From an optimization exercise on the open Yosys and OpenROAD flow, aimed at small area and a short achievable clock period; shortcuts taken in it are not production practice. Where RTL was checked, it was by simulation tests only, not by an equivalence proof against the original. Power figures rest on the tool's default switching activity, not on a simulated workload. The flow treats the clock pin as an ideal source, which a real chip does not have.

== build 62 ==
## cam_search_top
module cam_search_top #(
  parameter int CAM_SIZE = 64
) (
  input  logic         aclk,
  input  logic         areset,
  input  logic [31:0]  update_num,
  input  logic [2:0]   state,
  input  logic         s_tvalid,
  input  logic [511:0] s_tdata,
  output logic         m_tvalid,
  output logic [511:0] m_tdata,
  output logic         update_all_end
);
Size in the first run: about 6,400 cells after synthesis, roughly 2,600 flip-flops, roughly 1,100 I/O pins, roughly 100,000 sq um of cells after synthesis.
Settings: LEC_CHECK=0, CAP_MARGIN=20, CORE_MARGIN=2, CORE_UTILIZATION=60, SETUP_SLACK_MARGIN=0.7, SLEW_MARGIN=20; clock period 3.6 ns.
standard.sh (not shown) runs the stock make flow with config.mk's settings and CLKGATE_MAP_FILE= SYNTH_SCRIPT=/design/flow/synth_recipe.tcl, a recipe that flattens the netlist after the stock synthesis.
==> flow/flow/run.sh <==
#!/bin/bash
# Standard layout; output ports buffered with buf_4 instead of the default cell;
# larger clock sink clusters and no dummy loads in the clock tree.
set -euo pipefail
W=$(pwd)
export PRE_GLOBAL_PLACE_TCL=$W/flow/pre_gp.tcl
export BUFFER_PORTS_ARGS="-outputs -buffer_cell sky130_fd_sc_hd__buf_4"
export CTS_ARGS="-sink_clustering_enable -repair_clock_nets -sink_clustering_size 30 -sink_clustering_max_diameter 100 -dont_use_dummy_load"
bash standard.sh > $W/standard.log 2>&1
==> flow/flow/pre_gp.tcl <==
# Input ports keep the standard buffer; the outputs get a stronger one below.
buffer_ports -inputs
diff inputs: build 62 => build 47
- swapping 60 for 70 in CORE_UTILIZATION
- swapping 0.7 for 1.7 in SETUP_SLACK_MARGIN
==> flow/flow/run.sh <==
#!/bin/bash
# The standard layout with three changes: inputs buffered with buf_1 and
# outputs with buf_4 (instead of the default delay cell), and larger clock
# sink clusters without dummy loads in the clock tree.
set -euo pipefail
W=$(pwd)
export PRE_GLOBAL_PLACE_TCL=$W/flow/pre_gp.tcl
export BUFFER_PORTS_ARGS="-outputs -buffer_cell sky130_fd_sc_hd__buf_4"
export CTS_ARGS="-sink_clustering_enable -repair_clock_nets -sink_clustering_size 20 -sink_clustering_max_diameter 80 -dont_use_dummy_load"
bash standard.sh > $W/standard.log 2>&1
==> flow/flow/pre_gp.tcl <==
# Runs before global placement's own port buffering: buffer the inputs with
# buf_1 here, after the usual removal of synthesis buffers, and make the
# script's later remove_buffers a no-op so these buffers stay. The script's
# own buffer_ports then buffers the outputs only (BUFFER_PORTS_ARGS).
if { $::env(GPL_TIMING_DRIVEN) } {
  remove_buffers
}
buffer_ports -inputs -buffer_cell sky130_fd_sc_hd__buf_1
rename remove_buffers my_flow_remove_buffers
proc remove_buffers {args} {}
==> run notes <==
- Row layout overhead on the synthesized area: build 47 higher / build 62 lower
- Build 47 vs build 62 on clock-buffer cell count: build 47 is the higher one.
- Compared to build 62, build 47 has part of the cycle the worst path needs 3.3 points lower.
- Diff build 62 -> build 47: overall power consumption increased 4.9 mW, total cell area at the placement stage increased 2.8%.
- Diff build 62 and build 47: count of cells along the worst hold path lower in build 62
- Build 47 ended up with a higher overall routing resource usage than build 62 did.
- Looking at the reports, build 47 completed the entire flow and the layout it produced met the timing, DRC and antenna checks.
- The number of instances resized during post-cts repair of build 47 is higher than that of build 62.
[inputs] build 46 vs build 47
- CORE_UTILIZATION now 60, was 70
- SETUP_SLACK_MARGIN now 1.5, was 1.7
diff --git a/flow/flow/run.sh b/flow/flow/run.sh
--- a/flow/flow/run.sh
+++ b/flow/flow/run.sh
@@ -9 +9 @@
-export CTS_ARGS="-sink_clustering_enable -repair_clock_nets -sink_clustering_size 20 -sink_clustering_max_diameter 80 -dont_use_dummy_load"
+export CTS_ARGS="-sink_clustering_enable -repair_clock_nets -sink_clustering_size 25 -sink_clustering_max_diameter 100 -dont_use_dummy_load"
Notes after the runs:
Build 46 did not stop at any stage, and its layout met the timing, DRC and antenna checks. Power consumption, build 46 and build 47: smaller value in build 46. Build 46: share of cell area taken by flip-flops and latches is 1.0 points higher than what build 47 reported. Per the comparison of build 46 with build 47, final net count flat, clock period minus final worst setup slack increased 84 ps. Number of standard cells in the final layout excluding fillers sits higher in build 46 than in build 47. Measured against build 46, the number of global-route vias before repair of build 47 comes out at 1.05 times the reference value. Between build 47 and build 46, the first-pass GRT wire length does not differ in any meaningful way. Clock latency on the worst-skew pair, build 46 and build 47, higher one = build 47. In the flow results for build 46 and build 47, the final cell area excluding filler cells is larger on build 47. Switching share of power came out higher on build 46 than on build 47.
--- input diff build 46..build 33 ---
- swapping 1.5 for 0.7 in SETUP_SLACK_MARGIN
==> flow/run.sh (new file) <==
#!/bin/bash
# synth_recipe.tcl (not shown) runs the flow's synth.tcl, then flattens the netlist and writes it again
# the make line also repeats each setting of config.mk as NAME=value (left out here)
make -C /OpenROAD-flow-scripts/flow DESIGN_CONFIG=/design/flow/config.mk WORK_HOME=/design/flow/orfs CLKGATE_MAP_FILE= SYNTH_SCRIPT=/design/flow/synth_recipe.tcl finish
removed: flow/flow/run.sh
removed: flow/flow/pre_gp.tcl
removed: flow/standard.sh
Result: PASS for each of build 33 and build 46. For total area of multi-input combinational cells, build 46 and build 33 come out practically identical. Measured against each other, build 33 and build 46 differ in worst setup slack, the higher figure coming from build 46. The internal cell power of build 33 exceeds that of build 46 by 11 mW. Changes observed in build 33 relative to build 46: detailed-route vias per instance closely matched the old numbers; number of enable-type register cells in the synthesized netlist closely matched the old numbers; combinational share of power decreased by 0.8 points relative to the old numbers; instance count on the critical path decreased by 5 relative to the old numbers; core occupancy in the finished layout increased by 6.0 points relative to the old numbers.
Inputs modified between build 33 and build 70:
- SETUP_SLACK_MARGIN now 2.0, was 0.7
- CORE_UTILIZATION now 70, was 60
==> flow/flow/run.sh (new file) <==
#!/bin/bash
# The standard layout with three changes: inputs buffered with buf_1 and
# outputs with buf_4 (instead of the default delay cell), and larger clock
# sink clusters without dummy loads in the clock tree.
set -euo pipefail
W=$(pwd)
export PRE_GLOBAL_PLACE_TCL=$W/flow/pre_gp.tcl
export BUFFER_PORTS_ARGS="-outputs -buffer_cell sky130_fd_sc_hd__buf_4"
export CTS_ARGS="-sink_clustering_enable -repair_clock_nets -sink_clustering_size 25 -sink_clustering_max_diameter 100 -dont_use_dummy_load"
bash standard.sh > $W/standard.log 2>&1
==> flow/flow/pre_gp.tcl (new file) <==
# Runs before global placement's own port buffering: buffer the inputs with
# buf_1 here, after the usual removal of synthesis buffers, and make the
# script's later remove_buffers a no-op so these buffers stay. The script's
# own buffer_ports then buffers the outputs only (BUFFER_PORTS_ARGS).
if { $::env(GPL_TIMING_DRIVEN) } {
  remove_buffers
}
buffer_ports -inputs -buffer_cell sky130_fd_sc_hd__buf_1
rename remove_buffers my_flow_remove_buffers
proc remove_buffers {args} {}
==> flow/standard.sh (new file) <==
#!/bin/bash
# synth_recipe.tcl (not shown) runs the flow's synth.tcl, then flattens the netlist and writes it again
# the make line also repeats each setting of config.mk as NAME=value (left out here)
make -C /OpenROAD-flow-scripts/flow DESIGN_CONFIG=/design/flow/config.mk WORK_HOME=/design/flow/orfs CLKGATE_MAP_FILE= SYNTH_SCRIPT=/design/flow/synth_recipe.tcl "${@:-finish}"
removed: flow/run.sh
==> comparison <==
- Total power on build 70 is down relative to build 33.
- The met1 usage in build 70 sits 8.1 points above the value recorded for build 33.
- Path class of the lowest-slack min-delay path: reg2reg -> build 33, in2reg -> build 70
- Relative to build 33, the period utilization of build 70 is lower by 19 points.
- Diff build 33..build 70 | cell area after technology mapping | negligible
- Build 70 vs build 33 on minimum clock period: build 70 is the lower one.
- Worst-case headroom to the max-slew limit in build 70 is 4.1 points above build 33.
- Design area for build 70 is higher than for build 33.

* * *

cam_search_top, a different RTL version from the one above (not shown whole).
For scale: about 6400 cells after synthesis, ~2700 flip-flops, ~1100 I/O pins, roughly 0.10 mm^2 of cells after synthesis.
==> flow/config.mk <==
export PLATFORM = sky130hd
export DESIGN_NAME = cam_search_top
export DESIGN_NICKNAME = cam_search_top
export VERILOG_FILES = /design/flow/design.v
export SDC_FILE = /design/flow/constraint.sdc
export NUM_CORES = 4
export LEC_CHECK = 0
export CAP_MARGIN = 0
export CORE_MARGIN = 2
export CORE_UTILIZATION = 70
export SETUP_SLACK_MARGIN = 1.5
export SLEW_MARGIN = 0
==> flow/constraint.sdc <==
create_clock -name core_clock -period 3.6 [get_ports {aclk}]
set_input_delay 0.7200 -clock core_clock [delete_from_list [all_inputs] [get_ports {aclk}]]
set_output_delay 0.7200 -clock core_clock [all_outputs]
set_load 0.01 [all_outputs]
==> flow/flow/run.sh <==
#!/bin/bash
# The standard layout with three changes: inputs buffered with buf_1 and
# outputs with buf_4 (instead of the default delay cell), and larger clock
# sink clusters without dummy loads in the clock tree.
set -euo pipefail
W=$(pwd)
export PRE_GLOBAL_PLACE_TCL=$W/flow/pre_gp.tcl
export BUFFER_PORTS_ARGS="-outputs -buffer_cell sky130_fd_sc_hd__buf_4"
export CTS_ARGS="-sink_clustering_enable -repair_clock_nets -sink_clustering_size 25 -sink_clustering_max_diameter 100 -dont_use_dummy_load"
bash standard.sh > $W/standard.log 2>&1
==> flow/flow/pre_gp.tcl <==
# Runs before global placement's own port buffering: buffer the inputs with
# buf_1 here, after the usual removal of synthesis buffers, and make the
# script's later remove_buffers a no-op so these buffers stay. The script's
# own buffer_ports then buffers the outputs only (BUFFER_PORTS_ARGS).
if { $::env(GPL_TIMING_DRIVEN) } {
  remove_buffers
}
buffer_ports -inputs -buffer_cell sky130_fd_sc_hd__buf_1
rename remove_buffers my_flow_remove_buffers
proc remove_buffers {args} {}
Change:
Settings changed: CAP_MARGIN 0 to 20, SETUP_SLACK_MARGIN 1.5 to 1.7, SLEW_MARGIN 0 to 20.
Result: The changed run ran to the end with no violations. Via count climbs by 0.59%. Routed wire length climbs by 2.3%. Cell count stays flat. Global-route usage climbs by 0.55 points. Cell area climbs by 2.4%. Core utilization climbs by 1.9 points. Total power climbs by 0.69%. Count of clock-buffer cells in the layout stays the same. Clock power is about the same.
No run of this note included a check of the RTL's function; only the layout flow was run.

-- what the ideal ports hide --
The flow's constraints put no driver on any port. The routed layouts listed below were extracted and timed again, unchanged, in two steps.
Step 1: set_driving_cell puts a clkbuf_16 on aclk and a buf_2 on each other input, an assumption about the parent block.
Step 2 adds t to the input delays and takes it off the output delays; t is the mean of the earliest and latest rising clock arrival at the registers after step 1. Input paths then give back, and output paths get back, about the clock's delay inside the block.
Slacks: ideal ports / drivers / drivers and shift; pairs: ideal ports / drivers.
| run | t (ns) | setup WS [ns] | max-slew violations | capacitance violations | cell pins on the clock port's net |
|---|---|---|---|---|---|
| build 62 | 0.839 | 1.423 / -0.269 / -1.108 | 0 / 2240 | 0 / 32 | 1 |
| build 47 | 0.873 | 1.543 / 1.454 / 0.827 | 0 / 0 | 0 / 0 | 1 |
| build 46 | 0.858 | 1.459 / 1.460 / 0.670 | 0 / 0 | 0 / 0 | 1 |
| build 33 | 1.002 | 0.843 / 0.750 / 0.468 | 0 / 0 | 0 / 0 | 1 |
| build 70 | 0.867 | 1.533 / 1.440 / 0.862 | 0 / 0 | 0 / 0 | 1 |
| the first run of note 2 | 0.864 | 1.460 / 1.408 / 0.648 | 0 / 0 | 0 / 0 | 1 |
| the second run of note 2 | 0.858 | 1.560 / 1.467 / 0.836 | 0 / 0 | 0 / 0 | 1 |
Met with ideal ports but missed after step 2: setup timing in build 62. The drivers bring new slew violations in build 62. The drivers bring new capacitance violations in build 62. The setup slack of build 62, which loses most, moves by -1.692 ns with the drivers and by -2.531 ns with both steps.
